From an optimization exercise on the open Yosys and OpenROAD flow, aimed at small area, a short achievable clock period and few clock cycles; shortcuts taken in it are not production practice.
The RTL was checked by simulation tests, not by an equivalence proof against the original design.
No activity file was given, so power comes from the tool's default toggle rates.

===== design/flow/design.v =====
`default_nettype none
package md_pkg;
    localparam int XLEN = 32;    
    typedef enum logic [2:0] {
        OP_NONE  = 3'd0,
        OP_MULT  = 3'd1,
        OP_MULTU = 3'd2,
        OP_DIV   = 3'd3,
        OP_DIVU  = 3'd4,
        OP_MTHI  = 3'd5,
        OP_MTLO  = 3'd6
    } md_op_t;
endpackage
`default_nettype wire
`timescale 1ns/100ps
`default_nettype none
module md_unit (
    input  logic        CLK,
    input  logic        RST_X,
    input  logic        start,
    input  md_pkg::md_op_t op,
    input  logic [31:0] a,
    input  logic [31:0] b,
    output logic        busy,
    output logic        done,
    output logic [31:0] hi,
    output logic [31:0] lo
);
    localparam logic [3:0] S_IDLE  = 4'd0;
    localparam logic [3:0] S_MUL   = 4'd1;    
    localparam logic [3:0] S_MFIX  = 4'd2;    
    localparam logic [3:0] S_DNEG  = 4'd3;    
    localparam logic [3:0] S_DPRE  = 4'd4;    
    localparam logic [3:0] S_DIV   = 4'd5;    
    localparam logic [3:0] S_RCOR  = 4'd6;    
    localparam logic [3:0] S_RPREP = 4'd7;    
    localparam logic [3:0] S_RNEG  = 4'd8;    
    localparam logic [3:0] S_DSEL  = 4'd9;    
    logic [3:0]  state, state_n;
    logic [31:0] hi_n, lo_n;
    logic        hx, hx_n;           
    logic        hs, hs_n;           
    logic [31:0] m;                  
    logic        ms;                 
    logic        p, p_n;             
    logic [5:0]  cnt, cnt_n;         
    logic        sgn, na, qn, zb;    
    logic        sp, sp_n;           
    logic        done_n;
    logic [34:0] breg, breg_n, s;
    logic        bcin, bcin_n;
    logic [35:0] sum_c;
    assign sum_c = {hs, hs, hx, hi, 1'b1} + {breg, bcin};
    assign s     = sum_c[35:1];
    logic mk16, mk4;
    logic c16, c4;                   
    assign c16  = cnt[5] | cnt[4];
    assign c4   = |cnt[5:2];
    assign mk16 = (lo[15:0] == {16{p}}) && c16;
    assign mk4  = (lo[3:0]  == {4{p}})  && c4;
    logic [4:0]  dmsb;               
    logic [4:0]  dmsb_n;
    logic [31:0] dv_in;
    logic [31:0] gmask;              
    logic        dk16, dk4, dlast, rneg;
    always_comb begin
        for (int j = 0; j < 32; j++) gmask[j] = (5'(j) >= dmsb);
    end
    assign dk16 = ({hs, hx, hi[31:17]} == '0) && (({hi[16:0], lo[31:17]} & gmask) == '0)
                  && c16;
    assign dk4  = ({hs, hx, hi[31:29]} == '0) && (({hi[28:0], lo[31:29]} & gmask) == '0)
                  && c4;
    assign dlast = (cnt == '0);      
    assign rneg  = s[34];            
    logic is_mul, is_div, is_sgn, arith;
    assign is_mul = (op == md_pkg::OP_MULT) || (op == md_pkg::OP_MULTU);
    assign is_div = (op == md_pkg::OP_DIV)  || (op == md_pkg::OP_DIVU);
    assign is_sgn = (op == md_pkg::OP_MULT) || (op == md_pkg::OP_DIV);
    assign arith  = start && (is_mul || is_div);
    logic a_neg, b_neg, b_zero;
    assign a_neg  = is_sgn && a[31];
    assign b_neg  = is_sgn && b[31];
    assign b_zero = (b == '0);
    assign dv_in  = b ^ {32{b_neg}};
    always_comb begin
        dmsb_n = '0;
        for (int j = 1; j < 32; j++) if (dv_in[j]) dmsb_n = 5'(j);
    end
    logic [2:0] sa, sb;
    logic       swap;
    always_comb begin
        for (int i = 0; i < 3; i++) begin
            sa[i] = ((a >> (8 * i + 8)) != ({32{a[31]}} >> (8 * i + 8)));
            sb[i] = ((b >> (8 * i + 8)) != ({32{b[31]}} >> (8 * i + 8)));
        end
    end
    assign swap = is_mul && ((sa & ~sb) != '0);
    logic [31:0] mpl, mcd;           
    assign mpl = swap ? b : a;
    assign mcd = swap ? a : b;
    function automatic logic [2:0] booth(input logic x1, input logic x0, input logic p0);
        booth[2] = x0 ^ p0;
        booth[1] = (x1 != x0) && (x0 == p0);
        booth[0] = x1 && !(x0 && p0);
    endfunction
    function automatic logic [35:0] dmul(input logic [2:0] d, input logic [34:0] x);
        logic [34:0] v;
        v = ((x & {35{d[2]}}) | ({x[33:0], 1'b0} & {35{d[1]}})) ^ {35{d[0]}};
        dmul = {v, d[0]};
    endfunction
    logic [1:0]  lom_n;              
    logic [1:0]  xsel;               
    logic [2:0]  dig;                
    logic [34:0] xop;
    logic        mend;               
    logic [34:0] m35, a35, b35, h35;
    assign m35 = {{2{ms}}, ms, m};
    assign a35 = {{3{is_sgn & a[31]}}, a};
    assign b35 = {{3{is_sgn & b[31]}}, b};
    assign h35 = {3'b000, hi};
    logic h_hold, h_a, h_mst, h_ms4, h_ms16, h_s, h_dst, h_ds4, h_ds16;
    logic l_hold, l_mpl, l_mst, l_ms4, l_ms16, l_s, l_dst, l_ds4, l_ds16;
    logic x_dlast;                   
    always_comb begin
        state_n = state;
        p_n     = p;
        cnt_n   = cnt;
        done_n  = 1'b0;
        lom_n   = lo[3:2];
        xsel    = 2'd0;
        dig     = 3'b000;
        mend    = 1'b0;
        sp_n    = sp;
        {h_hold, h_a, h_mst, h_ms4, h_ms16, h_s, h_dst, h_ds4, h_ds16} = '0;
        {l_hold, l_mpl, l_mst, l_ms4, l_ms16, l_s, l_dst, l_ds4, l_ds16} = '0;
        x_dlast = 1'b0;
        if (start) begin
            if (is_mul) begin
                cnt_n   = 6'd32;
                l_mpl   = 1'b1;
                p_n     = 1'b0;
                state_n = S_MUL;
                xsel    = swap ? 2'd1 : 2'd2;
                dig     = swap ? booth(b[1], b[0], 1'b0) : booth(a[1], a[0], 1'b0);
            end else if (is_div) begin
                cnt_n   = 6'd32;
                l_mpl   = 1'b1;
                if (!a_neg && !b_neg) begin
                    state_n = S_DIV;
                    xsel    = 2'd2;
                    dig     = 3'b101;                       
                end else if (a_neg) begin
                    h_a     = 1'b1;
                    state_n = b_neg ? S_DPRE : S_DNEG;
                    xsel    = 2'd1;
                    dig     = 3'b011;                       
                end else begin
                    h_a     = 1'b1;
                    state_n = S_DPRE;
                    xsel    = 2'd2;
                    dig     = 3'b100;                       
                end
            end else if (op == md_pkg::OP_MTHI) begin
                h_a    = 1'b1;
                l_hold = 1'b1;
            end else if (op == md_pkg::OP_MTLO) begin
                h_hold = 1'b1;
                l_mpl  = 1'b1;
            end else begin
                h_hold = 1'b1;
                l_hold = 1'b1;
            end
        end else begin
            case (state)
                S_MUL: begin
                    if (mk16) begin
                        h_ms16 = 1'b1;
                        l_ms16 = 1'b1;
                        cnt_n  = cnt - 6'd16;
                        lom_n  = lo[17:16];
                        mend   = (cnt == 6'd16);
                    end else if (mk4) begin
                        h_ms4  = 1'b1;
                        l_ms4  = 1'b1;
                        cnt_n  = cnt - 6'd4;
                        lom_n  = lo[5:4];
                        mend   = (cnt == 6'd4);
                    end else begin
                        h_mst  = 1'b1;
                        l_mst  = 1'b1;
                        p_n    = lo[1];
                        cnt_n  = cnt - 6'd2;
                        lom_n  = lo[3:2];
                        mend   = (cnt == 6'd2);
                    end
                    dig = booth(lom_n[1], lom_n[0], p_n);
                    if (mend) begin
                        if (!sgn && p_n) begin
                            state_n = S_MFIX;
                            dig     = 3'b100;                   
                        end else begin
                            state_n = S_IDLE;
                            done_n  = 1'b1;
                        end
                    end
                end
                S_MFIX: begin
                    h_s     = 1'b1;
                    l_hold  = 1'b1;
                    state_n = S_IDLE;
                    done_n  = 1'b1;
                end
                S_DNEG: begin
                    h_s     = 1'b1;
                    l_hold  = 1'b1;
                    state_n = S_DPRE;
                    dig     = 3'b101;                           
                end
                S_DPRE: begin
                    l_s     = 1'b1;
                    sp_n    = rneg;
                    dig     = {2'b10, !ms};                     
                    if (qn) begin
                        h_hold  = 1'b1;
                        state_n = S_DSEL;
                    end else begin
                        state_n = S_DIV;
                    end
                end
                S_DSEL: begin
                    dig = {2'b10, !ms};                         
                    if (sp) begin
                        h_hold = 1'b1;
                        if (na) state_n = S_RPREP;
                        else begin
                            state_n = S_IDLE;
                            done_n  = 1'b1;
                        end
                    end else begin
                        l_hold  = 1'b1;
                        state_n = S_DIV;
                    end
                end
                S_DIV: begin
                    if (zb) begin
                        state_n = S_IDLE;
                        done_n  = 1'b1;
                    end else if (dk16) begin
                        h_ds16 = 1'b1;
                        l_ds16 = 1'b1;
                        cnt_n  = cnt - 6'd16;
                    end else if (dk4) begin
                        h_ds4  = 1'b1;
                        l_ds4  = 1'b1;
                        cnt_n  = cnt - 6'd4;
                    end else begin
                        l_dst  = 1'b1;
                        cnt_n  = cnt - 6'd1;
                        if (dlast) begin
                            h_s     = 1'b1;
                            x_dlast = 1'b1;
                            if (rneg)     state_n = S_RCOR;
                            else if (na)  state_n = S_RPREP;
                            else begin
                                state_n = S_IDLE;
                                done_n  = 1'b1;
                            end
                        end else begin
                            h_dst = 1'b1;
                        end
                    end
                    dig = {2'b10, !hs_n ^ ms};
                end
                S_RCOR: begin
                    h_s    = 1'b1;
                    l_hold = 1'b1;
                    if (na) state_n = S_RPREP;
                    else begin
                        state_n = S_IDLE;
                        done_n  = 1'b1;
                    end
                end
                S_RPREP: begin
                    h_hold  = 1'b1;
                    l_hold  = 1'b1;
                    state_n = S_RNEG;
                    xsel    = 2'd3;
                    dig     = 3'b011;                           
                end
                S_RNEG: begin
                    h_s     = 1'b1;
                    l_hold  = 1'b1;
                    state_n = S_IDLE;
                    done_n  = 1'b1;
                end
                default: begin
                    h_hold = 1'b1;
                    l_hold = 1'b1;
                end
            endcase
        end
    end
    always_comb begin
        hi_n = ({32{h_hold}} & hi)
             | ({32{h_a}}    & a)
             | ({32{h_mst}}  & s[33:2])
             | ({32{h_ms4}}  & {{4{hx}}, hi[31:4]})
             | ({32{h_ms16}} & {{16{hx}}, hi[31:16]})
             | ({32{h_s}}    & s[31:0])
             | ({32{h_dst}}  & {s[30:0], lo[31]})
             | ({32{h_ds4}}  & {hi[27:0], lo[31:28]})
             | ({32{h_ds16}} & {hi[15:0], lo[31:16]});
        lo_n = ({32{l_hold}} & lo)
             | ({32{l_mpl}}  & mpl)
             | ({32{l_mst}}  & {s[1:0], lo[31:2]})
             | ({32{l_ms4}}  & {hi[3:0], lo[31:4]})
             | ({32{l_ms16}} & {hi[15:0], lo[31:16]})
             | ({32{l_s}}    & s[31:0])
             | ({32{l_dst}}  & {lo[30:0], rneg ^ !qn})
             | ({32{l_ds4}}  & {lo[27:0], {4{qn}}})
             | ({32{l_ds16}} & {lo[15:0], {16{qn}}});
        hx_n = (h_hold & hx) | h_ms4 & hx | h_ms16 & hx | (h_mst & s[34])
             | (h_dst & s[31]) | (h_ds4 & hi[28]) | (h_ds16 & hi[16])
             | (x_dlast & rneg) | (h_s & !x_dlast & hx);
        hs_n = (h_hold & hs) | h_ms4 & hs | h_ms16 & hs | (h_mst & s[34])
             | ((h_dst | x_dlast) & rneg) | (h_s & !x_dlast & hs);
    end
    always_comb begin
        case (xsel)
            2'd0:    xop = m35;
            2'd1:    xop = a35;
            2'd2:    xop = b35;
            default: xop = h35;
        endcase
    end
    assign {breg_n, bcin_n} = dmul(dig, xop);
    always_ff @(posedge CLK or negedge RST_X) begin
        if (!RST_X) begin
            state <= S_IDLE;
            done  <= 1'b0;
            hi    <= '0;
            lo    <= '0;
        end else begin
            state <= state_n;
            done  <= done_n;
            hi    <= hi_n;
            lo    <= lo_n;
        end
    end
    always_ff @(posedge CLK) begin
        hx   <= hx_n;
        hs   <= hs_n;
        p    <= p_n;
        cnt  <= cnt_n;
        breg <= breg_n;
        bcin <= bcin_n;
        sp   <= sp_n;
        if (arith) begin
            m   <= mcd;
            ms  <= is_sgn && mcd[31];
            sgn <= is_sgn;
            na  <= a_neg;
            qn  <= a_neg ^ b_neg;
            zb  <= b_zero;
            dmsb <= dmsb_n;
        end
    end
    assign busy = (state != S_IDLE);
endmodule
`default_nettype wire

===== design/flow/flow/run.sh =====
#!/bin/bash
# Standard layout, with a lighter ABC mapping script for synthesis (one &nf
# round instead of five delay-driven restructuring rounds). Everything else,
# including the synthesis steps around ABC, is ORFS's and the standard flow's own.
set -euo pipefail
here=$(pwd)
rm -rf "$here/scripts_mod"
cp -r "$FLOW_HOME/scripts" "$here/scripts_mod"
cp "$here/flow/abc_speed.script" "$here/scripts_mod/abc_speed.script"
bash "$here/standard.sh" SCRIPTS_DIR="$here/scripts_mod" finish > "$here/standard_flow.log" 2>&1

===== design/flow/flow/abc_speed.script =====
&get -n
&st
&dch
&nf
&put
buffer -c
topo
stime -c
upsize -c
dnsize -c

===== design/flow/standard.sh =====
#!/bin/bash
# synth_recipe.tcl (not shown) runs the flow's synth.tcl, then flattens the netlist and writes it again
# the make line also repeats each setting of config.mk as NAME=value (left out here)
make -C /OpenROAD-flow-scripts/flow DESIGN_CONFIG=/design/flow/config.mk WORK_HOME=/design/flow/orfs CLKGATE_MAP_FILE= SYNTH_SCRIPT=/design/flow/synth_recipe.tcl "${@:-finish}"

===== design/flow/config.mk =====
export PLATFORM = sky130hd
export DESIGN_NAME = md_unit
export DESIGN_NICKNAME = md_unit
export VERILOG_FILES = /design/flow/design.v
export SDC_FILE = /design/flow/constraint.sdc
export NUM_CORES = 4
export LEC_CHECK = 0
export CAP_MARGIN = 20
export CELL_PAD_IN_SITES_DETAIL_PLACEMENT = 1
export CELL_PAD_IN_SITES_GLOBAL_PLACEMENT = 1
export CORE_MARGIN = 2
export CORE_UTILIZATION = 30
export PLACE_DENSITY = 0.45
export SETUP_SLACK_MARGIN = 2.0
export SLEW_MARGIN = 20
export TNS_END_PERCENT = 5

===== design/flow/constraint.sdc =====
create_clock -name core_clock -period 5.5 [get_ports {CLK}]
set_input_delay 1.1000 -clock core_clock [delete_from_list [all_inputs] [get_ports {CLK}]]
set_output_delay 1.1000 -clock core_clock [all_outputs]
set_load 0.01 [all_outputs]

==> impl_summary.txt, run 1 <==
----------------------------------------------------
[Run status]
  Run status ... finished clean

[Routing]
  Drc violations ... 0
  Detailed-route vias per instance ... 6.43
  DRT antenna net count ... 0
  Total wire length after detailed routing ... roughly 80,000 µm
  First drt pass iteration count ... 9
  Routed wire length per instance ... approximately 33 µm
  Highest Signal Layer ... met5
  Iteration-0 DRC count of the detailed router ... roughly 2.2k
  Routed wl met2 ... about 35,000 µm
  Total length of routed met3 wires ... 6530 µm
  Count of vias placed by the detailed router ... roughly 16k
  Met1 layer wirelength in the final routing ... approximately 36,000 µm

[Timing]
  RSZ-0062 raised after global routing ... yes
  Relative max-transition margin ... between 20% and 30%
  Final setup viols ... 0
  Highest clock frequency the design can meet ... 259 MHz
  Final hold violation count ... 0
  Sum of negative setup slack ... 0 ps
  Transition time at the pin with the least slew margin ... about 1100 ps
  Share of the clock period used by the worst path ... between 70% and 80%
  Worst-case clock skew ... 19.0 ps
  Final number of max-transition violations ... 0
  Crit path time final ... about 3900 ps

[Yosys]
  Cell accounting for the most synthesized area ... sky130_fd_sc_hd__dfrtp_1
  Count of flip-flops with a built-in enable after synthesis ... 50
  Number of distinct library cells after synthesis ... between 80 and 90
  Share of Yosys cell area claimed by the top area cell type ... 12.8%
  Number of nets in the synthesized netlist ... roughly 1.8k
  Primary FF master, synth ... sky130_fd_sc_hd__dfrtp_1
  Share of synthesized area occupied by flip-flops and latches ... approximately 29%
  Leading cell types by count after synthesis ... sky130_fd_sc_hd__nand2_1, sky130_fd_sc_hd__clkbuf_1, sky130_fd_sc_hd__nor2_1
  Number of instances in the synthesized netlist ... about 1.7k
  Synthesis Warnings ... 1
  Netlist area before placement ... 0.0135 mm²
  Post-Syn Area per Cell ... 7.97 µm²
  Most common cell in the netlist ... sky130_fd_sc_hd__nand2_1
  Post-synthesis async set-or-reset flop share ... 44.2%
  Cell types with the largest area share after synthesis ... sky130_fd_sc_hd__dfrtp_1, sky130_fd_sc_hd__edfxtp_1, sky130_fd_sc_hd__nand2_1
  Seq cells post-synth ... roughly 160

[Setup path]
  Data required time of the critical path ... a little under 6000 ps
  Reg2reg path depth ... 17
  Minimum setup slack among reg-to-reg paths ... 1690 ps
  Crit. Startpoint ... b[25]
  Cell with the largest stage delay on the worst path ... sky130_fd_sc_hd__or4_4
  Slowest Stage Delay on Critical Path ... 580 ps
  Sort of element at the end of the critical path ... register
  Combined buffer and inverter count along the critical path ... 4
  Crit-path leading delay family ... simple AND/OR/NAND/NOR gates
  Most Frequent Cell on Critical Path ... sky130_fd_sc_hd__buf_4
  Crit path launch type ... input pin
  CP arrival ... about 4300 ps
  Largest fanout on the critical path ... between 50 and 60
  Type of the setup path with the least slack ... in -> reg
  Crit path cell chain ... buf_2, or4_4, nor3_4, a41oi_2, nor4_4, buf_4, buf_12, mux2i_1, nor2_1, a221oi_1, buf_4, nand2_1
  FF-to-FF Start ... hi[0]
  Worst R2R End ... lo[31]

[GRT]
  Via count of the first global-routing pass ... approximately 16k
  Residual overflow from global routing ... 0
  First-pass GRT wire length ... 115,000 µm
  Total track usage ... about a third
  Antenna violations before repair ... 3
  Pin count of the biggest net entering global routing ... 70

[Pwr]
  Pwr/cell area ... 549 mW/mm²
  Worst IR drop on VDD ... 0.184 mV
  Pleak ... a little over 7 nW

[Min path]
  Class of the worst hold path ... reg -> reg
  Hold-critical path depth ... 2
  End point of the worst hold path ... state[2]
  Hold_sp ... state[2]

[Clocking]
  CTS tree ... done
  Number of sinks handled by clock tree synthesis ... approximately 160
  Clock root cell ... sky130_fd_sc_hd__clkbuf_16
  Clock-pin slew reported for the worst setup and hold paths after clock tree synthesis ... approximately 80 ps
  Largest buffer count on any clock path ... 2
  Clock insertion delay at the later pin of the skew report ... between 500 and 600 ps
  Number of H-tree levels ... 4
  CTS Buf Count ... 17

[Place]
  Total cell area at the placement stage ... roughly 0.016 mm²
  Routability Congestion ... roughly 0.90
  HPWL after detailed placement ... 58,800 µm
  Count of buffers inserted at the top-level ports ... ~140

[Layout]
  Final standard cell utilization of the core ... approximately 40%
  Total Nets Final ... 1,993
  Fraction of layout instances using a drive strength above 1 ... between 20% and 30%
  Post-layout instance area ... approximately 0.018 mm²
  Number of inserted filler cells in the final layout ... approximately 5.2k
  Layout overhead on the synthesized area ... 32.0%

[Floorplanning]
  Die area ... 0.0467 mm²
  Placement Rows ... between 70 and 80
  Initial Util ... 30.5%
  X dimension of the die ... between 200 and 250 µm
  Core box area ... between 0.04 and 0.05 mm²
  Number of top-level design ports ... 136
  Chip height ... around 220 µm

[Flow run]
  Max-cap violation count ... 0

----------------------------------------------------
## cell type report
| class | count | area [µm²] | share of cell area [%] |
|---|---|---|---|
| multi-input combinational | 1358 | 9550 | 53.6 |
| sequential | 156 | 3980 | 22.3 |
| timing repair buffer | 313 | 2830 | 15.9 |
| tap | 592 | 741 | 4.16 |
| clock buffer | 18 | 429 | 2.41 |
| clock inverter | 14 | 194 | 1.09 |
| inverter | 28 | 105 | 0.590 |
| antenna | 1 | 2.50 | 0.0140 |
## metrics by stage
stage	worst slack [ps]	cells	hold WS (ps)	total power, mW
after floorplan	1870	1694	469	5.19
after global placement	340	2362	566	7.73
after detailed placement	317	2362	566	7.74
after CTS	1750	2453	583	9.43
after global routing	1570	2479	613	10.2
final	1640	2480	593	9.79
## power breakdown
group          total (mW)  switching (mW)  internal (mW)
logic                6.11            3.80           2.31
clock network        1.35           0.587          0.759
registers            2.34           0.728           1.61
## routing by layer
metal  track usage [%]  vias to the layer above
li1                  -                     6839
met1              46.8                     8081
met2              51.0                      832
met3              7.26                      182
met4              13.7                        2
met5                 0                        -
## logic make-up after synthesis
family                     synth area share [%]
buffers and inverters                      5.60
adders and majority gates                  4.60
muxes                                      4.13
and+or+nand+nor                            20.0
xor gates and xnor gates                   6.81
AOI/OAI and AO/OA                          29.4
DFF                                        29.4
## state kept, by name, summed over array words and instances, names as in the netlist, 4 cells and up
name	flops
breg	34
hi	32
lo	32
m	32
cnt	6
dmsb	5
state	4
## layout by cell type (no fill, tap or decap), types with 13 or more instances in the layout
cell | Yosys | routed
sky130_fd_sc_hd__nand2_1 | 285 | 281
sky130_fd_sc_hd__a22oi_1 | 49 | 49
sky130_fd_sc_hd__a221oi_1 | 46 | 43
sky130_fd_sc_hd__inv_1 | 26 | 25
sky130_fd_sc_hd__clkdlybuf4s50_1 | 0 | 77
sky130_fd_sc_hd__xor2_1 | 52 | 50
sky130_fd_sc_hd__o21ai_1 | 21 | 27
sky130_fd_sc_hd__xnor2_1 | 53 | 48
sky130_fd_sc_hd__dlygate4sd2_1 | 0 | 13
sky130_fd_sc_hd__nand4_1 | 24 | 24
sky130_fd_sc_hd__nor2_1 | 102 | 90
sky130_fd_sc_hd__buf_4 | 2 | 160
sky130_fd_sc_hd__a21oi_1 | 100 | 90
sky130_fd_sc_hd__dfrtp_1 | 69 | 59
sky130_fd_sc_hd__buf_12 | 0 | 15
sky130_fd_sc_hd__a221o_1 | 13 | 13
sky130_fd_sc_hd__nor3_1 | 22 | 16
sky130_fd_sc_hd__buf_2 | 19 | 13
sky130_fd_sc_hd__clkbuf_16 | 0 | 18
sky130_fd_sc_hd__mux2i_1 | 22 | 22
sky130_fd_sc_hd__nand3_1 | 84 | 82
sky130_fd_sc_hd__ha_1 | 48 | 37
sky130_fd_sc_hd__dfxtp_1 | 37 | 37
sky130_fd_sc_hd__o22ai_1 | 34 | 24
sky130_fd_sc_hd__a222oi_1 | 93 | 93
sky130_fd_sc_hd__edfxtp_1 | 50 | 50
sky130_fd_sc_hd__mux2_2 | 30 | 30
sky130_fd_sc_hd__o21ai_0 | 101 | 86
## worst reg2reg max path: stages (launching register included)
cell	delay [ps]
sky130_fd_sc_hd__dfrtp_2	450
sky130_fd_sc_hd__fa_2	400
sky130_fd_sc_hd__nand3_2	110
sky130_fd_sc_hd__nand2_4	70
sky130_fd_sc_hd__a21oi_4	160
sky130_fd_sc_hd__o21ai_2	80
sky130_fd_sc_hd__a31o_1	250
sky130_fd_sc_hd__a31o_4	250
sky130_fd_sc_hd__a21oi_4	170
sky130_fd_sc_hd__nor2_2	50
sky130_fd_sc_hd__a211oi_2	280
sky130_fd_sc_hd__o21ai_2	120
sky130_fd_sc_hd__a21oi_2	270
sky130_fd_sc_hd__o31ai_4	120
sky130_fd_sc_hd__a31oi_4	290
sky130_fd_sc_hd__xnor2_4	130
sky130_fd_sc_hd__a222oi_1	360
sky130_fd_sc_hd__nand3_1	130
## timing repair
action / in CTS / in global routing
pin swaps: 37 / 65
buffers inserted: 58 / 25
endpoints found under the hold margin: 0 / 0
cloned: 1 / 1
gates resized for setup: 236 / 120
hold buffers: 0 / 0
endpoints found under the setup margin: 142 / 95
## worst max-delay path by stage
stage               endpoint  cells after the start
detailed placement  breg[21]                     17
CTS                   lo[31]                     17
finish                lo[22]                     12
floorplan           breg[27]                     15
global placement      lo[22]                     14
global route        breg[27]                     18
Testbench counts, summed over its fixed seeds: cycles 13,480.
==> run 2: changes to the inputs <==
==> design/flow/flow/abc_speed.script (replaced) <==
&get -n
&st
&dch
&nf
&put
topo
stime -c
--- a/design/flow/config.mk
+++ b/design/flow/config.mk
@@ -10,6 +10,7 @@
 export CELL_PAD_IN_SITES_GLOBAL_PLACEMENT = 1
 export CORE_MARGIN = 2
 export CORE_UTILIZATION = 30
+export CTS_BUF_LIST = sky130_fd_sc_hd__clkbuf_4 sky130_fd_sc_hd__clkbuf_8
 export PLACE_DENSITY = 0.45
 export SETUP_SLACK_MARGIN = 2.0
 export SLEW_MARGIN = 20
==> impl_summary.txt, run 2 <==
----------------------------------------------------
[Yosys]
  Share of Yosys cell area claimed by the top area cell type ... 13.6% (+0.76 points)
  Cell types with the largest area share after synthesis ... sky130_fd_sc_hd__dfrtp_1, sky130_fd_sc_hd__edfxtp_1, sky130_fd_sc_hd__nand2_1
  Count of flip-flops with a built-in enable after synthesis ... 50 (unchanged)
  Mux share of post-synthesis cell area ... 4.38% (+0.25 points)
  Combinational family with the most area after synthesis ... compound AO/OA/AOI/OAI gates
  Cell accounting for the most synthesized area ... sky130_fd_sc_hd__dfrtp_1
  Share of synthesized area occupied by flip-flops and latches ... 31.1% (+1.8 points)
  Most common cell in the netlist ... sky130_fd_sc_hd__nand2_1
  Post-synthesis async set-or-reset flop share ... 44.2% (unchanged)
  Synthesis Warnings ... 1 (unchanged)
  Seq cells post-synth ... 156 (unchanged)
  Number of distinct library cells after synthesis ... 62 (-26%)
  Netlist area before placement ... 0.0127 mm² (-5.6%)
  Primary FF master, synth ... sky130_fd_sc_hd__dfrtp_1
  Number of nets in the synthesized netlist ... 1,662 (-8.3%)
  Area share of and/or/nand/nor cells after synthesis ... 20.9% (+0.89 points)
  XOR/XNOR Fraction of Synth Area ... 7.22% (+0.41 points)
  Compound-cell area share of the yosys netlist ... 30.6% (+1.2 points)
  Leading cell types by count after synthesis ... sky130_fd_sc_hd__nand2_1, sky130_fd_sc_hd__o21ai_0, sky130_fd_sc_hd__a21oi_1
  Number of instances in the synthesized netlist ... 1,543 (-8.9%)
  Post-Syn Area per Cell ... 8.26 µm² (+3.6%)
  Adder-cell area share of the yosys netlist ... 4.87% (+0.27 points)

[Setup path]
  FF-to-FF Start ... hi[0]
  Cell with the largest stage delay on the worst path ... sky130_fd_sc_hd__dfrtp_1
  Capture point of the critical path ... lo[31]
  CP arrival ... 4280 ps (+30 ps)
  Combined buffer and inverter count along the critical path ... 2 (-2)
  Type of the setup path with the least slack ... reg -> reg
  Sort of element at the end of the critical path ... register
  Crit path cell chain ... fa_2, nand3_2, nand2_2, a21oi_4, o21ai_4, a31o_1, a31o_1, a21oi_2, nor2_1, a211oi_2, o21ai_2, a21oi_2, o31ai_2, buf_4, a31oi_4, xnor2_1, buf_4, a222oi_1, nand3_1
  Data required time of the critical path ... 5910 ps (+20 ps)
  Largest fanout on the critical path ... 2 (-96%)
  Slowest Stage Delay on Critical Path ... 420 ps (-160 ps)
  Crit. Startpoint ... hi[0]
  Worst R2R End ... lo[31]
  Crit path launch type ... register
  Reg2reg path depth ... 19 (+2)
  Crit-path leading delay family ... compound AO/OA/AOI/OAI gates
  Minimum setup slack among reg-to-reg paths ... 1620 ps (-70 ps)
  Total number of cells along the worst setup path ... 19 (+7)

[Timing]
  Worst-case clock skew ... 22.1 ps (+3.03 ps)
  Relative max-transition margin ... 24.0% (-1.5 points)
  Share of the clock period used by the worst path ... 70.5% (+0.31 points)
  Highest clock frequency the design can meet ... 258 MHz (-0.45%)
  Smallest hold slack ... 493 ps (-99.9 ps)
  Final number of max-transition violations ... 0 (unchanged)
  Final hold violation count ... 0 (unchanged)
  Final setup viols ... 0 (unchanged)
  RSZ-0062 raised after global routing ... yes
  Crit path time final ... 3880 ps (+17.3 ps)
  Transition time at the pin with the least slew margin ... 1140 ps (+22.9 ps)

[Clocking]
  CTS Buf Count ... 17 (unchanged)
  Clock root cell ... sky130_fd_sc_hd__clkbuf_8
  Largest buffer count on any clock path ... 2 (unchanged)
  Number of H-tree levels ... 4 (unchanged)
  Number of sinks handled by clock tree synthesis ... 156 (unchanged)
  Number of buffers inserted for hold repair after clock tree synthesis ... 0 (unchanged)
  Clock insertion delay at the later pin of the skew report ... 540 ps (+30 ps)
  Clock-pin slew reported for the worst setup and hold paths after clock tree synthesis ... 100 ps (+20 ps)
  CTS tree ... done

[GRT]
  First-pass GRT wire length ... 120,000 µm (+4.7%)
  Residual overflow from global routing ... 0 (unchanged)
  Via count of the first global-routing pass ... 16.5k (+4.8%)
  Met2 Track Usage GR ... 59.5% (+8.5 points)
  Fraction of met1 tracks used by global routing ... 49.3% (+2.5 points)
  Pin count of the biggest net entering global routing ... 62 (-11%)
  Global routing met3 resource utilization ... 6.66% (-0.60 points)
  Total track usage ... 37.7% (+3.8 points)
  Antenna violations before repair ... 1 (-2)
  Grt peak-use layer ... met2

[Layout]
  Fraction of layout instances using a drive strength above 1 ... 22.3% (+0.46 points)
  Total Nets Final ... 2,017 (+1.2%)
  Number of inserted filler cells in the final layout ... 4,923 (-5.4%)
  Post-layout instance area ... 0.0181 mm² (+1.7%)
  Most frequent standard cell in the layout excluding fill and tap cells ... sky130_fd_sc_hd__nand2_1
  Number of flip-flops in the largest register ... 34 (unchanged)
  Register with the most flip-flops ... breg
  Commonest cells after routing, fill and taps aside ... sky130_fd_sc_hd__nand2_1, sky130_fd_sc_hd__buf_4, sky130_fd_sc_hd__o21ai_0, sky130_fd_sc_hd__a222oi_1, sky130_fd_sc_hd__nor2_1
  Layout overhead on the synthesized area ... 42.3%

[Pwr]
  Pwr/cell area ... 561 mW/mm² (+2.0%)
  Worst IR drop on VDD ... 0.343 mV (+87%)
  Pleak ... 7.17 nW (+0.86%)

[Routing]
  Total wire length after detailed routing ... 83,900 µm (+3.9%)
  Detailed-route vias per instance ... 6.69 (+4.1%)
  DRT antenna net count ... 0 (unchanged)
  Drc violations ... 0 (unchanged)
  First drt pass iteration count ... 10 (+1)
  Count of vias placed by the detailed router ... 16.4k (+2.9%)
  Iteration-0 DRC count of the detailed router ... 2,019 (-7.7%)
  Routed wire length per instance ... 34.2 µm (+5.1%)

[Floorplanning]
  Placement Rows ... 75 (-2.6%)
  Die area ... 0.0441 mm² (-5.5%)
  X dimension of the die ... 210 µm (-2.8%)
  Number of top-level design ports ... 136 (unchanged)
  Core box area ... 0.0419 mm² (-5.4%)
  Chip height ... 210 µm (-2.8%)
  Initial Util ... 30.4% (-0.094 points)

[Min path]
  Class of the worst hold path ... in -> async

[Place]
  HPWL after detailed placement ... 58,300 µm (-0.79%)
  Count of buffers inserted at the top-level ports ... 135 (unchanged)
  Routability Congestion ... 0.922 (+2.8%)
  Total cell area at the placement stage ... 0.0158 mm² (-0.38%)

[Run status]
  Run status ... finished clean

[Flow run]
  Max-cap violation count ... 0 (unchanged)

----------------------------------------------------
-- run 2: changes by cell type in the layout (fill, tap and decap cells not counted), moves of 9 or more --
cell and change:
sky130_fd_sc_hd__clkbuf_16 -18, sky130_fd_sc_hd__clkbuf_2 -9, sky130_fd_sc_hd__clkbuf_8 +19, sky130_fd_sc_hd__clkinv_1 +22
sky130_fd_sc_hd__dlygate4sd2_1 +10, sky130_fd_sc_hd__ha_1 -11, sky130_fd_sc_hd__inv_1 -25, sky130_fd_sc_hd__mux2_1 +30
sky130_fd_sc_hd__mux2_2 -30, sky130_fd_sc_hd__o22ai_1 +9, sky130_fd_sc_hd__o22ai_2 -9
-- run 2: repair_timing --
action	CTS	global route
pin swaps	65	44
setup endpoints to repair	146	100
setup buffers	59	18
gates cloned	8	0
gates resized for setup	329	79
-- run 2: worst min path at each step --
stage | startpoint | to | cells past startpoint
3_3_place_gp | state[3] | state[3] | 2
4_1_cts | RST_X | state[2] | 1
5_1_grt | RST_X | hi[29] | 1
6_report | RST_X | state[1] | 1
3_5_place_dp | state[3] | state[3] | 2
2_1_floorplan | hs | hs | 2
-- run 2: layout make-up --
class	count	area (µm²)	area share, %
Tap cell	539	674	3.72
Timing Repair Buffer	336	3220	17.8
Clock buffer	20	269	1.48
Clock inverter	12	141	0.780
Sequential cell	156	4000	22.0
Inverter	28	116	0.642
Multi-Input combinational cell	1359	9710	53.6
Antenna cell	1	2.50	0.0138
-- run 2: stage by stage --
| step | setup TNS (ps) | instances | setup WS, ps | total power [mW] | util [%] |
|---|---|---|---|---|---|
| floorplan | -129570 | 1543 | -3150 | 4.91 | - |
| global placement | 0 | 2333 | 148 | 7.95 | 37.6 |
| detailed placement | 0 | 2333 | 65.8 | 7.95 | 37.6 |
| CTS | 0 | 2432 | 1680 | 9.69 | 42.1 |
| global route | 0 | 2450 | 1490 | 10.5 | 43.2 |
| finish | 0 | 2451 | 1620 | 10.2 | 43.2 |
-- run 2: worst reg2reg max path: stages (launching register included) --
cell and delay (ps):
sky130_fd_sc_hd__dfrtp_1 420, sky130_fd_sc_hd__fa_2 420, sky130_fd_sc_hd__nand3_2 90, sky130_fd_sc_hd__nand2_2 80
sky130_fd_sc_hd__a21oi_4 190, sky130_fd_sc_hd__o21ai_4 90, sky130_fd_sc_hd__a31o_1 240, sky130_fd_sc_hd__a31o_1 210
sky130_fd_sc_hd__a21oi_2 160, sky130_fd_sc_hd__nor2_1 80, sky130_fd_sc_hd__a211oi_2 260, sky130_fd_sc_hd__o21ai_2 120
sky130_fd_sc_hd__a21oi_2 210, sky130_fd_sc_hd__o31ai_2 90, sky130_fd_sc_hd__buf_4 180, sky130_fd_sc_hd__a31oi_4 160
sky130_fd_sc_hd__xnor2_1 90, sky130_fd_sc_hd__buf_4 160, sky130_fd_sc_hd__a222oi_1 380, sky130_fd_sc_hd__nand3_1 140
-- run 2: cell families (layout without fill, tap and decap cells) --
family / Yosys count / count (layout)
AND/OR/NAND/NOR: 599 / 599
AO/OA/AOI/OAI: 553 / 554
flip-flops: 156 / 156
XOR/XNOR: 105 / 105
multiplexers: 52 / 52
adder cells (fa/ha/maj): 49 / 49
buffers and inverters: 29 / 396
other: 0 / 1
-- run 2: routing by layer --
| metal | vias up | wire length, µm | part of all wire, % |
|---|---|---|---|
| li1 | 6893 | - | - |
| met1 | 8282 | 34200 | 41 |
| met2 | 981 | 38100 | 45 |
| met3 | 234 | 7010 | 8.4 |
| met4 | 2 | 4610 | 5.5 |
| met5 | - | 13 | 0.015 |
-- run 2: power by group --
part | switching [mW] | internal (mW) | leakage (nW)
combinational | 4.26 | 2.61 | 5.32
clock | 0.523 | 0.473 | 0.209
sequential | 0.686 | 1.62 | 1.64
total | 5.46 | 4.70 | 7.17
==> run 3: changes to the inputs <==
==> design/flow/flow/abc_speed.script (replaced) <==
&get -n
&st
&dch
&nf
&put
buffer -c
topo
stime -c
upsize -c
dnsize -c
--- a/design/flow/config.mk
+++ b/design/flow/config.mk
@@ -12,6 +12,6 @@
 export CORE_UTILIZATION = 30
 export CTS_BUF_LIST = sky130_fd_sc_hd__clkbuf_4 sky130_fd_sc_hd__clkbuf_8
 export PLACE_DENSITY = 0.45
-export SETUP_SLACK_MARGIN = 2.0
+export SETUP_SLACK_MARGIN = 2.4
 export SLEW_MARGIN = 20
 export TNS_END_PERCENT = 5
==> impl_summary.txt, run 3 <==
----------------------------------------------------
[Timing]
  Sum of negative setup slack ... 0 ps (unchanged)
  Highest clock frequency the design can meet ... 256 MHz (-0.77%)
  Final critical-path setup slack ... 1590 ps (-30.1 ps)
  Transition time at the pin with the least slew margin ... 963 ps (-177 ps)
  Worst-case clock skew ... 27.5 ps (+5.46 ps)
  Final number of max-transition violations ... 0 (unchanged)
  RSZ-0062 raised after global routing ... yes
  Crit path time final ... 3910 ps (+30.1 ps)
  Smallest hold slack ... 554 ps (+61.1 ps)
  Final setup viols ... 0 (unchanged)
  Share of the clock period used by the worst path ... 71.1% (+0.55 points)
  Final hold violation count ... 0 (unchanged)
  Relative max-transition margin ... 35.1% (+11 points)

[Layout]
  Register with the most flip-flops ... breg
  Commonest cells after routing, fill and taps aside ... sky130_fd_sc_hd__nand2_1, sky130_fd_sc_hd__buf_4, sky130_fd_sc_hd__nor2_1, sky130_fd_sc_hd__a222oi_1, sky130_fd_sc_hd__a21oi_1
  Number of flip-flops in the largest register ... 34 (unchanged)
  Total Nets Final ... 1,990 (-1.3%)
  Post-route insts no fill ... 2,477 (+1.1%)
  Number of inserted filler cells in the final layout ... 5,260 (+6.8%)
  Fraction of layout instances using a drive strength above 1 ... 20.9% (-1.4 points)
  Final standard cell utilization of the core ... 39.6% (-3.7 points)
  Most frequent standard cell in the layout excluding fill and tap cells ... sky130_fd_sc_hd__nand2_1
  Post-layout instance area ... 0.0175 mm² (-3.3%)
  Layout overhead on the synthesized area ... 29.9%

[Place]
  Pre-CTS setup slack ... 202 ps (+136 ps)
  HPWL after detailed placement ... 60,300 µm (+3.3%)
  DP Cell Count ... 2,367 (+1.5%)
  Count of buffers inserted at the top-level ports ... 135 (unchanged)
  Total cell area at the placement stage ... 0.0159 mm² (+0.74%)
  Routability Congestion ... 0.893 (-3.1%)

[Setup path]
  Reg2reg path depth ... 12 (-7)
  Crit path launch type ... register
  Crit. Startpoint ... hi[29]
  Type of the setup path with the least slack ... reg -> reg
  CP arrival ... 4350 ps (+70 ps)
  FF-to-FF Start ... hi[29]
  Largest fanout on the critical path ... 24 (+22)
  Worst R2R End ... lo[30]
  Minimum setup slack among reg-to-reg paths ... 1590 ps (-30 ps)
  Sort of element at the end of the critical path ... register
  Data required time of the critical path ... 5940 ps (+30 ps)

[Clocking]
  Largest buffer count on any clock path ... 2 (unchanged)
  Clock insertion delay at the later pin of the skew report ... 600 ps (+60 ps)
  Number of buffers inserted for hold repair after clock tree synthesis ... 0 (unchanged)
  Number of sinks handled by clock tree synthesis ... 156 (unchanged)
  Number of H-tree levels ... 4 (unchanged)
  Clock root cell ... sky130_fd_sc_hd__clkbuf_8
  CTS Buf Count ... 17 (unchanged)
  Clock-pin slew reported for the worst setup and hold paths after clock tree synthesis ... 100 ps (about the same)
  CTS tree ... done

[Pwr]
  Worst IR drop on VDD ... 0.186 mV (-46%)
  Pleak ... 7.01 nW (-2.2%)
  Pwr/cell area ... 545 mW/mm² (-2.9%)
  Overall Power ... 9.55 mW (-6.1%)

[Routing]
  Detailed-route vias per instance ... 6.43 (-3.9%)
  Drc violations ... 0 (unchanged)
  Iteration-0 DRC count of the detailed router ... 2,128 (+5.4%)
  Routed wire length per instance ... 32.9 µm (-3.8%)
  First drt pass iteration count ... 8 (-2)
  DRT antenna net count ... 0 (unchanged)
  Count of vias placed by the detailed router ... 15.9k (-2.9%)
  Total wire length after detailed routing ... 81,600 µm (-2.8%)

[Floorplanning]
  X dimension of the die ... 216 µm (+2.9%)
  Placement Rows ... 77 (+2.7%)
  Core box area ... 0.0443 mm² (+5.7%)
  Chip height ... 216 µm (+2.9%)
  Die area ... 0.0467 mm² (+5.9%)
  Initial Util ... 30.5% (+0.094 points)
  Number of top-level design ports ... 136 (unchanged)

[Yosys]
  Seq cells post-synth ... 156 (unchanged)
  Synthesis Warnings ... 1 (unchanged)
  Cell accounting for the most synthesized area ... sky130_fd_sc_hd__dfrtp_1
  Share of Yosys cell area claimed by the top area cell type ... 12.8% (-0.76 points)
  Share of synthesized area occupied by flip-flops and latches ... 29.4% (-1.8 points)
  Primary FF master, synth ... sky130_fd_sc_hd__dfrtp_1
  Number of distinct library cells after synthesis ... 84 (+35%)
  Leading cell types by count after synthesis ... sky130_fd_sc_hd__nand2_1, sky130_fd_sc_hd__clkbuf_1, sky130_fd_sc_hd__nor2_1
  Post-Syn Area per Cell ... 7.97 µm² (-3.5%)
  Netlist area before placement ... 0.0135 mm² (+6.0%)
  Number of instances in the synthesized netlist ... 1,694 (+9.8%)
  Most common cell in the netlist ... sky130_fd_sc_hd__nand2_1
  Count of flip-flops with a built-in enable after synthesis ... 50 (unchanged)
  Post-synthesis async set-or-reset flop share ... 44.2% (unchanged)
  Number of nets in the synthesized netlist ... 1,813 (+9.1%)
  Cell types with the largest area share after synthesis ... sky130_fd_sc_hd__dfrtp_1, sky130_fd_sc_hd__edfxtp_1, sky130_fd_sc_hd__nand2_1

[GRT]
  Total track usage ... 34.7% (-3.0 points)
  Antenna violations before repair ... 5 (+4)
  Residual overflow from global routing ... 0 (unchanged)
  First-pass GRT wire length ... 117,000 µm (-2.4%)
  Pin count of the biggest net entering global routing ... 70 (+13%)
  Via count of the first global-routing pass ... 16.0k (-3.1%)

[Run status]
  Run status ... finished clean

[Flow run]
  Max-cap violation count ... 0 (unchanged)

[Min path]
  Class of the worst hold path ... in -> async

----------------------------------------------------
[run 3: changes by cell type in the layout (fill, tap and decap cells not counted), moves of 9 or more]
cell and change:
sky130_fd_sc_hd__clkbuf_2 +12, sky130_fd_sc_hd__ha_1 +14, sky130_fd_sc_hd__o22ai_2 +9, sky130_fd_sc_hd__mux2_1 -30, sky130_fd_sc_hd__mux2_2 +30, sky130_fd_sc_hd__o22ai_1 -9, sky130_fd_sc_hd__dlygate4sd2_1 -15, sky130_fd_sc_hd__clkinv_1 -23
sky130_fd_sc_hd__buf_4 -15, sky130_fd_sc_hd__inv_1 +24, sky130_fd_sc_hd__o21ai_1 +10
[run 3: per-layer routing]
metal | vias up | global-route usage (%) | part of all wire [%]
li1 | 6827 | - | -
met2 | 887 | 52.1 | 43
met5 | - | 0 | 0.012
met3 | 162 | 8.29 | 9.5
met1 | 8043 | 47.2 | 43
met4 | 2 | 15.1 | 4.2
[run 3: cell type report]
type                       count  area [µm²]  share of cell area, %
multi-input combinational   1358        9390                   53.6
antenna                        1        2.50                 0.0143
sequential                   156        3980                   22.7
tap                          592         741                   4.22
clock buffer                  19         249                   1.42
timing repair buffer         310        2800                   16.0
inverter                      28         105                  0.599
clock inverter                13         262                   1.49
[run 3: worst max path at each step]
stage	end	cells after the start
global route	lo[31]	18
CTS	lo[30]	12
global placement	breg[9]	18
finish	lo[30]	12
floorplan	breg[27]	15
detailed placement	breg[9]	18
[run 3: logic make-up after synthesis]
family	share of synthesized area, %
AO/OA/AOI/OAI	29.4
multiplexers	4.13
AND/OR/NAND/NOR	20.0
flip-flops	29.4
buffers and inverters	5.60
adder cells (fa/ha/maj)	4.60
XOR/XNOR	6.81
[run 3: critical path, cell delays in order (launching register included)]
cell,delay [ps]
sky130_fd_sc_hd__dfrtp_1,370
sky130_fd_sc_hd__buf_4,200
sky130_fd_sc_hd__or4_1,550
sky130_fd_sc_hd__nor2_2,160
sky130_fd_sc_hd__nand4_1,140
sky130_fd_sc_hd__a2111oi_2,410
sky130_fd_sc_hd__nand3_1,130
sky130_fd_sc_hd__or3_4,450
sky130_fd_sc_hd__nor3b_4,230
sky130_fd_sc_hd__buf_4,270
sky130_fd_sc_hd__a221o_1,420
sky130_fd_sc_hd__a211oi_1,290
sky130_fd_sc_hd__o21ai_0,130
[run 3: report_power, final]
group / switching (mW) / internal (mW) / leakage, nW
Sequential: 0.683 / 1.61 / 1.64
Clock: 0.555 / 0.646 / 0.252
Combinational: 3.81 / 2.25 / 5.12
[run 3: timing repair]
action,4_1_cts,5_1_grt
gates resized for setup,175,122
pin swaps,35,48
hold endpoints to repair,0,0
endpoints found under the setup margin,152,193
setup buffers,59,15
cloned,2,0
==> run 4: changes to the inputs <==
--- a/design/flow/config.mk
+++ b/design/flow/config.mk
@@ -12,6 +12,6 @@
 export CORE_UTILIZATION = 30
 export CTS_BUF_LIST = sky130_fd_sc_hd__clkbuf_4 sky130_fd_sc_hd__clkbuf_8
 export PLACE_DENSITY = 0.45
-export SETUP_SLACK_MARGIN = 2.4
+export SETUP_SLACK_MARGIN = 2.0
 export SLEW_MARGIN = 20
 export TNS_END_PERCENT = 5
==> impl_summary.txt, run 4 <==
----------------------------------------------------
[Run status]
  Run status ... finished clean

[Timing]
  Highest clock frequency the design can meet ... 266 MHz (+4.1%)
  Crit path time final ... 3750 ps (-155 ps)
  RSZ-0062 raised after global routing ... yes
  Sum of negative setup slack ... 0 ps (unchanged)
  Final hold violation count ... 0 (unchanged)
  Share of the clock period used by the worst path ... 68.3% (-2.8 points)
  Transition time at the pin with the least slew margin ... 1150 ps (+182 ps)
  Final critical-path setup slack ... 1750 ps (+155 ps)
  Smallest hold slack ... 550 ps (-3.41 ps)
  Worst-case clock skew ... 29.6 ps (+2.12 ps)
  Final setup viols ... 0 (unchanged)
  Relative max-transition margin ... 23.6% (-11 points)
  Final number of max-transition violations ... 0 (unchanged)

[Yosys]
  Number of nets in the synthesized netlist ... 1,813 (unchanged)
  Post-Syn Area per Cell ... 7.97 µm² (unchanged)
  Post-synthesis async set-or-reset flop share ... 44.2% (unchanged)
  Primary FF master, synth ... sky130_fd_sc_hd__dfrtp_1
  Cell accounting for the most synthesized area ... sky130_fd_sc_hd__dfrtp_1
  Synthesis Warnings ... 1 (unchanged)
  Most common cell in the netlist ... sky130_fd_sc_hd__nand2_1
  Number of instances in the synthesized netlist ... 1,694 (unchanged)
  Number of distinct library cells after synthesis ... 84 (unchanged)
  Seq cells post-synth ... 156 (unchanged)
  Netlist area before placement ... 0.0135 mm² (unchanged)
  Share of Yosys cell area claimed by the top area cell type ... 12.8% (unchanged)
  Leading cell types by count after synthesis ... sky130_fd_sc_hd__nand2_1, sky130_fd_sc_hd__clkbuf_1, sky130_fd_sc_hd__nor2_1
  Cell types with the largest area share after synthesis ... sky130_fd_sc_hd__dfrtp_1, sky130_fd_sc_hd__edfxtp_1, sky130_fd_sc_hd__nand2_1
  Share of synthesized area occupied by flip-flops and latches ... 29.4% (unchanged)
  Count of flip-flops with a built-in enable after synthesis ... 50 (unchanged)

[Setup path]
  Sort of element at the end of the critical path ... register
  Slowest Stage Delay on Critical Path ... 430 ps (-120 ps)
  Crit-path leading delay family ... compound AO/OA/AOI/OAI gates
  Largest fanout on the critical path ... 4 (-83%)
  Crit path launch type ... register
  Data required time of the critical path ... 5960 ps (+20 ps)
  CP arrival ... 4210 ps (-140 ps)
  Total number of cells along the worst setup path ... 19 (+7)
  Crit path cell chain ... buf_6, ha_4, a21oi_4, o21ai_2, a21oi_4, o21ai_2, a31o_1, a31o_4, a21oi_4, nor2_2, a211oi_2, o21ai_2, a21oi_2, o31ai_4, a31oi_4, o21bai_1, a21oi_1, xor2_1, o21ai_1
  Reg2reg path depth ... 19 (+7)
  Type of the setup path with the least slack ... reg -> reg
  Combined buffer and inverter count along the critical path ... 1 (-1)
  Cell with the largest stage delay on the worst path ... sky130_fd_sc_hd__dfrtp_2

[Place]
  Count of buffers inserted at the top-level ports ... 135 (unchanged)
  Pre-CTS setup slack ... 317 ps (+115 ps)
  HPWL after detailed placement ... 58,800 µm (-2.5%)
  Routability Congestion ... 0.897 (+0.43%)

[Routing]
  First drt pass iteration count ... 10 (+2)
  Routed wire length per instance ... 32.7 µm (-0.77%)
  Total wire length after detailed routing ... 81,400 µm (-0.17%)
  Detailed-route vias per instance ... 6.38 (-0.66%)
  Count of vias placed by the detailed router ... 15.9k (-0.063%)
  DRT antenna net count ... 0 (unchanged)
  Iteration-0 DRC count of the detailed router ... 2,109 (-0.89%)
  Drc violations ... 0 (unchanged)

[Floorplanning]
  Die area ... 0.0467 mm² (unchanged)
  X dimension of the die ... 216 µm (unchanged)
  Initial Util ... 30.5% (unchanged)
  Placement Rows ... 77 (unchanged)
  Core box area ... 0.0443 mm² (unchanged)
  Chip height ... 216 µm (unchanged)
  Number of top-level design ports ... 136 (unchanged)

[GRT]
  Total track usage ... 34.1% (-0.61 points)
  Antenna violations before repair ... 0 (-5)
  Via count of the first global-routing pass ... 15.7k (-1.6%)
  Grt peak-use layer ... met2
  Met2 Track Usage GR ... 51.5% (-0.65 points)
  Pin count of the biggest net entering global routing ... 70 (unchanged)
  First-pass GRT wire length ... 115,000 µm (-1.6%)
  Global routing met3 resource utilization ... 6.22% (-2.1 points)
  Fraction of met1 tracks used by global routing ... 47.3% (+0.18 points)
  Residual overflow from global routing ... 0 (unchanged)

[Layout]
  Fraction of layout instances using a drive strength above 1 ... 24.2% (+3.2 points)
  Layout overhead on the synthesized area ... 32.6%
  Number of flip-flops in the largest register ... 34 (unchanged)
  Diode insertion count for antenna repair ... 0 (-1)
  Total Nets Final ... 2,006 (+0.80%)
  Register with the most flip-flops ... breg
  Most frequent standard cell in the layout excluding fill and tap cells ... sky130_fd_sc_hd__nand2_1
  Number of inserted filler cells in the final layout ... 5,192 (-1.3%)
  Commonest cells after routing, fill and taps aside ... sky130_fd_sc_hd__nand2_1, sky130_fd_sc_hd__buf_4, sky130_fd_sc_hd__a222oi_1, sky130_fd_sc_hd__nor2_1, sky130_fd_sc_hd__a21oi_1

[Pwr]
  Overall Power ... 9.78 mW (+2.4%)
  Pleak ... 7.07 nW (+0.86%)
  Worst IR drop on VDD ... 0.187 mV (+0.17%)
  Pwr/cell area ... 546 mW/mm² (+0.29%)

[Clocking]
  Clock insertion delay at the later pin of the skew report ... 590 ps (about the same)
  CTS Buf Count ... 17 (unchanged)
  Number of sinks handled by clock tree synthesis ... 156 (unchanged)
  Number of buffers inserted for hold repair after clock tree synthesis ... 0 (unchanged)
  CTS tree ... done
  Largest buffer count on any clock path ... 2 (unchanged)
  Clock root cell ... sky130_fd_sc_hd__clkbuf_8
  Number of H-tree levels ... 4 (unchanged)
  Clock-pin slew reported for the worst setup and hold paths after clock tree synthesis ... 100 ps (about the same)

[Min path]
  Class of the worst hold path ... in -> async

[Flow run]
  Max-cap violation count ... 0 (unchanged)

----------------------------------------------------
-- run 4: metrics by stage --
stage	std cells	utilization (%)	area, µm²
floorplan	1694	-	13700
global placement	2362	35.8	15800
detailed placement	2362	35.8	15800
CTS	2458	38.9	17300
global route	2492	40.4	17900
finish	2492	40.4	17900
-- run 4: cell type report --
type,count,area [µm²],area share [%]
Timing Repair Buffer,326,2950,16.5
Clock inverter,14,194,1.08
Inverter,28,105,0.587
Sequential cell,156,3980,22.2
Multi-Input combinational cell,1358,9700,54.1
Clock buffer,18,241,1.35
Tap cell,592,741,4.14
-- run 4: metal layers --
layer	up-vias	share of wire, %
li1	6853	-
met2	886	44
met1	8019	43
met5	-	0
met4	0	4.0
met3	153	9.1
-- run 4: what timing repair did --
action                                 CTS  global route
gates resized for setup                235           146
cloned                                   2             2
endpoints found under the hold margin    0             0
setup endpoints to repair              141            89
pin swaps                               48            65
buffers inserted                        62            32
-- run 4: worst paths after layout --
kind | slack (ps) | end | start
max | 1750 | hi[31] | hi[4]
min | 550 | state[0] | RST_X
max reg2reg | 1750 | hi[31] | hi[4]
min reg2reg | 600 | state[2] | state[2]
max in group asynchronous | 4300 | hi[28] | RST_X
min in group core_clock | 600 | state[2] | state[2]
-- run 4: where the power goes --
group	switching (mW)	total [mW]	internal [mW]
clock	0.551	1.05	0.500
sequential	0.720	2.33	1.61
combinational	3.91	6.40	2.49
total	5.18	9.78	4.60
-- run 4: kinds of logic after synthesis --
family | after synthesis | share of synthesized area [%]
DFF | 156 | 29.4
xor gates and xnor gates | 105 | 6.81
adders and majority gates | 49 | 4.60
buffers and inverters | 180 | 5.60
muxes | 52 | 4.13
and+or+nand+nor | 599 | 20.0
AOI/OAI and AO/OA | 553 | 29.4
==> run 5: changes to the inputs <==
--- a/design/flow/config.mk
+++ b/design/flow/config.mk
@@ -14,4 +14,4 @@
 export PLACE_DENSITY = 0.45
 export SETUP_SLACK_MARGIN = 2.0
 export SLEW_MARGIN = 20
-export TNS_END_PERCENT = 5
+export TNS_END_PERCENT = 0
==> impl_summary.txt, run 5 <==
----------------------------------------------------
[Clocking]
  Clock-pin slew reported for the worst setup and hold paths after clock tree synthesis ... 110 ps (about the same)
  Number of H-tree levels ... 4 (unchanged)
  Clock root cell ... sky130_fd_sc_hd__clkbuf_8
  Largest buffer count on any clock path ... 2 (unchanged)
  CTS Buf Count ... 17 (unchanged)
  CTS tree ... done
  Number of sinks handled by clock tree synthesis ... 156 (unchanged)
  Clock insertion delay at the later pin of the skew report ... 580 ps (about the same)

[Routing]
  DRT antenna net count ... 0 (unchanged)
  Total wire length after detailed routing ... 82,500 µm (+1.3%)
  Detailed-route vias per instance ... 6.47 (+1.4%)
  Count of vias placed by the detailed router ... 16.0k (+0.54%)
  Iteration-0 DRC count of the detailed router ... 2,295 (+8.8%)
  First drt pass iteration count ... 9 (-1)
  Routed wire length per instance ... 33.4 µm (+2.2%)
  Drc violations ... 0 (unchanged)

[Floorplanning]
  Initial Util ... 30.5% (unchanged)
  Placement Rows ... 77 (unchanged)
  X dimension of the die ... 216 µm (unchanged)
  Core box area ... 0.0443 mm² (unchanged)
  Die area ... 0.0467 mm² (unchanged)
  Chip height ... 216 µm (unchanged)
  Number of top-level design ports ... 136 (unchanged)

[Yosys]
  Synthesis Warnings ... 1 (unchanged)
  Cell types with the largest area share after synthesis ... sky130_fd_sc_hd__dfrtp_1, sky130_fd_sc_hd__edfxtp_1, sky130_fd_sc_hd__nand2_1
  Number of distinct library cells after synthesis ... 84 (unchanged)
  Cell accounting for the most synthesized area ... sky130_fd_sc_hd__dfrtp_1
  Post-synthesis async set-or-reset flop share ... 44.2% (unchanged)
  Share of synthesized area occupied by flip-flops and latches ... 29.4% (unchanged)
  Number of instances in the synthesized netlist ... 1,694 (unchanged)
  Most common cell in the netlist ... sky130_fd_sc_hd__nand2_1
  Share of Yosys cell area claimed by the top area cell type ... 12.8% (unchanged)
  Post-Syn Area per Cell ... 7.97 µm² (unchanged)
  Count of flip-flops with a built-in enable after synthesis ... 50 (unchanged)
  Netlist area before placement ... 0.0135 mm² (unchanged)
  Number of nets in the synthesized netlist ... 1,813 (unchanged)
  Primary FF master, synth ... sky130_fd_sc_hd__dfrtp_1
  Leading cell types by count after synthesis ... sky130_fd_sc_hd__nand2_1, sky130_fd_sc_hd__clkbuf_1, sky130_fd_sc_hd__nor2_1
  Seq cells post-synth ... 156 (unchanged)

[Setup path]
  Reg2reg path depth ... 17 (-2)
  Data required time of the critical path ... 5930 ps (-30 ps)
  Minimum setup slack among reg-to-reg paths ... 1570 ps (-170 ps)
  CP arrival ... 4350 ps (+140 ps)
  Largest fanout on the critical path ... 4 (unchanged)
  Crit path launch type ... register
  Type of the setup path with the least slack ... reg -> reg
  FF-to-FF Start ... breg[5]
  Sort of element at the end of the critical path ... register
  Worst R2R End ... lo[31]

[Run status]
  Run status ... finished clean

[Layout]
  Post-layout instance area ... 0.0174 mm² (-2.6%)
  Total Nets Final ... 1,985 (-1.0%)
  Layout overhead on the synthesized area ... 29.1%
  Post-route insts no fill ... 2,471 (-0.84%)
  Most frequent standard cell in the layout excluding fill and tap cells ... sky130_fd_sc_hd__nand2_1
  Number of flip-flops in the largest register ... 34 (unchanged)
  Fraction of layout instances using a drive strength above 1 ... 20.2% (-4.0 points)
  Register with the most flip-flops ... breg
  Number of inserted filler cells in the final layout ... 5,255 (+1.2%)
  Diode insertion count for antenna repair ... 0 (unchanged)
  Commonest cells after routing, fill and taps aside ... sky130_fd_sc_hd__nand2_1, sky130_fd_sc_hd__buf_4, sky130_fd_sc_hd__nor2_1, sky130_fd_sc_hd__a222oi_1

[Place]
  Count of buffers inserted at the top-level ports ... 135 (unchanged)
  Routability Congestion ... 0.887 (-1.1%)
  HPWL after detailed placement ... 59,900 µm (+1.8%)
  Pre-CTS setup slack ... 345 ps (+28.6 ps)
  DP Cell Count ... 2,372 (+0.42%)
  Total cell area at the placement stage ... 0.0160 mm² (+0.87%)

[Pwr]
  Pleak ... 6.95 nW (-1.8%)
  Pwr/cell area ... 557 mW/mm² (+2.0%)
  Worst IR drop on VDD ... 0.239 mV (+28%)

[Timing]
  Share of the clock period used by the worst path ... 71.4% (+3.1 points)
  Final number of max-transition violations ... 0 (unchanged)
  Final hold violation count ... 0 (unchanged)
  Highest clock frequency the design can meet ... 255 MHz (-4.4%)
  Crit path time final ... 3930 ps (+171 ps)
  RSZ-0062 raised after global routing ... yes
  Sum of negative setup slack ... 0 ps (unchanged)
  Final setup viols ... 0 (unchanged)
  Final critical-path setup slack ... 1570 ps (-171 ps)
  Transition time at the pin with the least slew margin ... 1060 ps (-86.1 ps)
  Relative max-transition margin ... 29.4% (+5.7 points)
  Worst-case clock skew ... 19.3 ps (-10.3 ps)

[GRT]
  Via count of the first global-routing pass ... 15.9k (+1.2%)
  Residual overflow from global routing ... 0 (unchanged)
  Antenna violations before repair ... 1 (+1)
  Pin count of the biggest net entering global routing ... 63 (-10%)
  Total track usage ... 34.5% (+0.47 points)
  First-pass GRT wire length ... 117,000 µm (+1.3%)

[Flow run]
  Max-cap violation count ... 0 (unchanged)

[Min path]
  Class of the worst hold path ... in -> async

----------------------------------------------------
==> run 5: cell type report <==
| class | instances | area, µm² | share of cell area [%] |
|---|---|---|---|
| multi-input cells | 1358 | 9410 | 54.0 |
| flip-flops and latches | 156 | 3990 | 22.9 |
| repair buffers | 305 | 2770 | 15.9 |
| well taps | 592 | 741 | 4.25 |
| clock buffers | 17 | 234 | 1.34 |
| clock inverters | 15 | 180 | 1.03 |
| inverters | 28 | 110 | 0.632 |
==> run 5: how the worst max path moves through the flow <==
stage | start | end | slack [ps] | cells past startpoint
2_1_floorplan | b[9] | breg[27] | 1870 | 15
3_3_place_gp | b[8] | breg[22] | 340 | 18
3_5_place_dp | b[8] | breg[22] | 350 | 18
4_1_cts | hi[0] | lo[31] | 1580 | 17
5_1_grt | a[28] | breg[13] | 1450 | 17
6_report | breg[5] | lo[31] | 1570 | 17
==> run 5: through the flow <==
step           hold WS, ps  power [mW]  utilization, %
2_1_floorplan          469        5.19               -
3_3_place_gp           554        8.05            36.1
3_5_place_dp           560        8.05            36.1
4_1_cts                424        9.33            38.5
5_1_grt                472        10.1            39.3
6_report               480        9.71            39.3
==> run 5: worst max-delay path, cell delays in order, from the launching register on <==
cell	delay [ps]
sky130_fd_sc_hd__dfxtp_1	510
sky130_fd_sc_hd__ha_4	270
sky130_fd_sc_hd__nand2_1	120
sky130_fd_sc_hd__nor2_1	90
sky130_fd_sc_hd__a21oi_4	180
sky130_fd_sc_hd__o21ai_2	80
sky130_fd_sc_hd__a31o_1	260
sky130_fd_sc_hd__a31o_4	260
sky130_fd_sc_hd__a21oi_4	140
sky130_fd_sc_hd__nor2_2	60
sky130_fd_sc_hd__a211oi_4	300
sky130_fd_sc_hd__o21ai_4	120
sky130_fd_sc_hd__a21oi_4	210
sky130_fd_sc_hd__o31ai_4	90
sky130_fd_sc_hd__a31oi_4	280
sky130_fd_sc_hd__xnor2_4	150
sky130_fd_sc_hd__a222oi_1	490
sky130_fd_sc_hd__nand3_1	190
==> run 5: cell families (layout without fill, tap and decap cells) <==
kind of cell | Yosys count | after routing | synth area share [%]
buffers and inverters | 180 | 365 | 5.60
multiplexers | 52 | 52 | 4.13
XOR/XNOR | 105 | 105 | 6.81
AND/OR/NAND/NOR | 599 | 599 | 20.0
AO/OA/AOI/OAI | 553 | 553 | 29.4
adder cells (fa/ha/maj) | 49 | 49 | 4.60
flip-flops | 156 | 156 | 29.4
==> run 5: what timing repair did <==
action / CTS / global route
gates cloned: 1 / 1
buffers inserted: 46 / 19
pin swaps: 38 / 36
hold buffers: 0 / 0
gates resized for setup: 121 / 83
endpoints found under the setup margin: 139 / 134
==> run 5: metal layers <==
layer	track usage [%]	part of all wire [%]
met1	46.3	43
met3	7.34	8.2
met5	0	0.015
met4	16.8	4.9
met2	52.7	44
==> run 5: power by group <==
part | switching [mW] | internal [mW]
clock | 0.592 | 0.419
combinational | 4.06 | 2.31
sequential | 0.715 | 1.62

separate check: timing with driven ports:
How much do the figures lean on ideal ports? The routed layouts below were timed once more, with nothing changed but the port constraints. Step 1 sets driving cells, clkbuf_16 on the clock port and buf_2 on the other inputs (assumed; they add their load-dependent delay and slew). Step 2 adds t to the input delays and takes it off the output delays; t is the mean of the earliest and latest rising clock arrival at the registers after step 1. Input paths then give back, and output paths get back, about the clock's delay inside the block. a / b / c = ideal / step 1 / step 2; a / b = the first two.
| run | t (ns) | slack for setup (ns) | slew at the worst register clock pin (ns) | worst slew at a driven data input, ns |
|---|---|---|---|---|
| run 1 | 0.560 | 1.639 / 1.674 / 1.114 | 0.08 / 0.08 | 0.06 |
| run 2 | 0.583 | 1.621 / 1.621 / 1.118 | 0.10 / 0.10 | 0.06 |
| run 3 | 0.635 | 1.591 / 1.591 / 1.035 | 0.11 / 0.11 | 0.07 |
| run 4 | 0.631 | 1.746 / 1.746 / 1.162 | 0.11 / 0.11 | 0.06 |
| run 5 | 0.623 | 1.575 / 1.575 / 1.029 | 0.11 / 0.11 | 0.04 |
After both steps every run listed still meets setup and hold. The setup slack of run 4, which loses most, moves by 0.000 ns with the drivers and by -0.584 ns with both steps.
